From an optimization exercise on the open Yosys and OpenROAD flow, aimed at small area; shortcuts taken in it are not production practice. Where RTL was checked, it was by simulation tests only, not by an equivalence proof against the original. Power is estimated from default activity; no workload was simulated.

==> module tpu_io_ctrl, before the edit <==
module tpu_io_ctrl #(
  parameter int WORD_SIZE = 256,
  parameter int ROWS      = 32,
  localparam int ADDR_W   = (ROWS > 1) ? $clog2(ROWS) : 1
) (
  input  logic                 clk,
  input  logic                 rst,
  input  logic                 in_valid,
  input  logic [WORD_SIZE-1:0] gbuff_a,
  input  logic [WORD_SIZE-1:0] gbuff_b,
  input  logic [4:0]           m,
  input  logic [4:0]           n,
  input  logic [4:0]           k,
  output logic                 wr_en,
  output logic [ADDR_W-1:0]    wr_addr,
  output logic [WORD_SIZE-1:0] wr_data_a,
  output logic [WORD_SIZE-1:0] wr_data_b,
  output logic                 start,
  output logic [4:0]           m_o,
  output logic [4:0]           n_o,
  output logic [4:0]           k_o,
  input  logic                 done,
  output logic                 rd_en,
  output logic [ADDR_W-1:0]    rd_addr,
  input  logic [WORD_SIZE-1:0] rd_data,
  output logic                 out_valid,
  output logic [WORD_SIZE-1:0] gbuff_out,
  output logic                 busy,
  output logic                 proto_err
);
  localparam logic [ADDR_W-1:0] LAST_ROW = ADDR_W'(ROWS - 1);
  logic                 load_q;       
  logic                 run_q;        
  logic                 rd_valid_q;   
  logic                 rd_idle_q;    
  logic                 out_idle_q;   
  logic [ADDR_W-1:0]    cnt_q;        
  logic [WORD_SIZE-1:0] shared_n_q;   
  logic read_ph;    
  logic accept;     
  logic last;       
  logic done_ok;    
  assign wr_addr = cnt_q;
  assign rd_addr = cnt_q;
  assign out_valid = ~out_idle_q;
  assign read_ph   = rd_en | out_valid;
  assign busy    = load_q | run_q | read_ph;
  assign accept  = in_valid & ~run_q & ~read_ph;
  assign last    = accept & load_q & (cnt_q == ADDR_W'(ROWS - 2));
  assign start   = run_q & (cnt_q == LAST_ROW);
  assign done_ok = done & run_q & ~start;
  assign wr_data_a = ~shared_n_q;
  assign gbuff_out = ~(shared_n_q | {WORD_SIZE{out_idle_q}});
  logic              cnt_keep;
  logic [ADDR_W:0]   cnt_cy;
  logic [ADDR_W-1:0] cnt_nxt;
  assign cnt_keep  = load_q | rd_en;
  assign cnt_cy[0] = in_valid | rd_en;
  for (genvar i = 0; i < ADDR_W; i++) begin : g_cnt
    assign cnt_nxt[i]  = cnt_keep & (cnt_q[i] ^ cnt_cy[i]);
    assign cnt_cy[i+1] = cnt_cy[i] & cnt_q[i];
  end
  always_ff @(posedge clk or posedge rst) begin
    if (rst) begin
      load_q    <= 1'b0;
      run_q     <= 1'b0;
      wr_en     <= 1'b0;
      rd_en     <= 1'b0;
      proto_err <= 1'b0;
    end else begin
      load_q    <= (load_q | accept) & ~last;
      run_q     <= last | (run_q & ~done_ok);
      wr_en     <= accept;
      rd_en     <= done_ok | (rd_en & (cnt_q != LAST_ROW));
      if ((done & ~run_q) | (in_valid & (run_q | read_ph))) proto_err <= 1'b1;
    end
  end
  always_ff @(posedge clk) begin
    shared_n_q <= ~((rd_data | {WORD_SIZE{rd_idle_q}}) & (gbuff_a | {WORD_SIZE{rd_valid_q}}));
    wr_data_b  <= gbuff_b;
    rd_valid_q <= rd_en;
    rd_idle_q  <= ~rd_en;
    out_idle_q <= ~rd_valid_q;
    cnt_q      <= cnt_nxt;
    if (!busy) begin
      m_o <= m;
      n_o <= n;
      k_o <= k;
    end
  end
endmodule
==> flow/config.mk <==
export PLATFORM = sky130hd
export DESIGN_NAME = tpu_io_ctrl
export DESIGN_NICKNAME = tpu_io_ctrl
export VERILOG_FILES = /design/flow/design.v
export SDC_FILE = /design/flow/constraint.sdc
export NUM_CORES = 4
export LEC_CHECK = 0
export CAP_MARGIN = 20
export CORE_AREA = 10 10 450 450
export DIE_AREA = 0 0 460 460
export SLEW_MARGIN = 20
==> flow/constraint.sdc <==
create_clock -name core_clock -period 5.0 [get_ports {clk}]
set_input_delay 1.0000 -clock core_clock [delete_from_list [all_inputs] [get_ports {clk}]]
set_output_delay 1.0000 -clock core_clock [all_outputs]
set_load 0.01 [all_outputs]
standard.sh (not shown) runs the stock make flow with config.mk's settings and CLKGATE_MAP_FILE= SYNTH_SCRIPT=/design/flow/synth_recipe.tcl, a recipe that flattens the netlist after the stock synthesis.
==> flow/flow/run.sh <==
#!/bin/bash
# Layout flow: the standard ORFS flow (standard.sh, unchanged synthesis)
# with three changes to how the layout is made:
#  - io.tcl places every pin by hand, evenly around the die edge, with the
#    pins of each data bit next to each other (sourced at the end of
#    floorplan through IO_CONSTRAINTS; place_pins then leaves them alone);
#  - port buffers use the smallest buffer cell (buf_1);
#  - the clock tree uses clkbuf_8 leaf buffers for clusters of at most 20
#    flip-flops, clkbuf_16 above them, and no dummy loads.
# The full output of the ORFS run goes to standard.log; ORFS keeps each
# step's own log under orfs/logs.
export IO_CONSTRAINTS="$PWD/flow/io.tcl"
export BUFFER_PORTS_ARGS="-buffer_cell sky130_fd_sc_hd__buf_1"
export CTS_ARGS="-sink_clustering_enable -repair_clock_nets -dont_use_dummy_load -buf_list {sky130_fd_sc_hd__clkbuf_16} -sink_clustering_buffer sky130_fd_sc_hd__clkbuf_8 -sink_clustering_size 20 -sink_clustering_max_diameter 100"
bash standard.sh > standard.log 2>&1
Other scripts of this flow, unchanged in this note and not shown: flow/flow/io.tcl
Next try:
--- a/flow/design.v
+++ b/flow/design.v
@@ -30,21 +30,22 @@
 );
   localparam logic [ADDR_W-1:0] LAST_ROW = ADDR_W'(ROWS - 1);
   logic                 load_q;       
   logic                 run_q;        
   logic                 rd_valid_q;   
-  logic                 rd_idle_q;    
+  logic                 rd_idle;      
   logic                 out_idle_q;   
   logic [ADDR_W-1:0]    cnt_q;        
   logic [WORD_SIZE-1:0] shared_n_q;   
   logic read_ph;    
   logic accept;     
   logic last;       
   logic done_ok;    
   assign wr_addr = cnt_q;
   assign rd_addr = cnt_q;
   assign out_valid = ~out_idle_q;
+  assign rd_idle   = ~(rd_en | rd_valid_q);
   assign read_ph   = rd_en | out_valid;
   assign busy    = load_q | run_q | read_ph;
   assign accept  = in_valid & ~run_q & ~read_ph;
   assign last    = accept & load_q & (cnt_q == ADDR_W'(ROWS - 2));
   assign start   = run_q & (cnt_q == LAST_ROW);
@@ -74,14 +75,13 @@
       rd_en     <= done_ok | (rd_en & (cnt_q != LAST_ROW));
       if ((done & ~run_q) | (in_valid & (run_q | read_ph))) proto_err <= 1'b1;
     end
   end
   always_ff @(posedge clk) begin
-    shared_n_q <= ~((rd_data | {WORD_SIZE{rd_idle_q}}) & (gbuff_a | {WORD_SIZE{rd_valid_q}}));
+    shared_n_q <= ~((rd_data | {WORD_SIZE{rd_idle}}) & (gbuff_a | {WORD_SIZE{rd_valid_q}}));
     wr_data_b  <= gbuff_b;
     rd_valid_q <= rd_en;
-    rd_idle_q  <= ~rd_en;
     out_idle_q <= ~rd_valid_q;
     cnt_q      <= cnt_nxt;
     if (!busy) begin
       m_o <= m;
       n_o <= n;
After rerunning:
- The changed run finished with timing, DRC and antenna clean
- total power rose by 1.6%
- clock power hardly moves
- synthesized area is lower by about 0.5%
- sequential power barely changes
- count of clock-buffer cells in the layout increases by 1
- final cell count stays flat
- maximum frequency came out higher by 5.2%
- sequential share of layout area goes down by 0.21 points
- cell area stays flat
- global-route usage barely changes
- core utilization barely changes
No functional check of the RTL was part of the second run of this note.

[static timing again, ports no longer ideal]
In the flow no input, the clock included, has a driving cell. The finished layouts below were timed again as built, in two steps. Step 1 assumes that a clkbuf_16 drives the clock port and a buf_2 every other input. Step 2 adds t to the input delays and takes it off the output delays; t is the mean of the earliest and latest rising clock arrival at the registers after step 1. Input paths then give back, and output paths get back, about the clock's delay inside the block. Three values: ideal, step 1, step 2; two values: the first two.
run	t, ns	setup WS [ns]	worst hold slack (ns)	clock arrival spread, ns	worst slew at a driven data input, ns
the first run	0.667	1.706 / 1.650 / 2.317	0.231 / 0.198 / 0.501	0.030 / 0.030	0.06
the second run	0.643	1.869 / 1.813 / 2.456	0.229 / 0.198 / 0.515	0.081 / 0.081	0.05
After both steps every run listed still meets setup and hold.
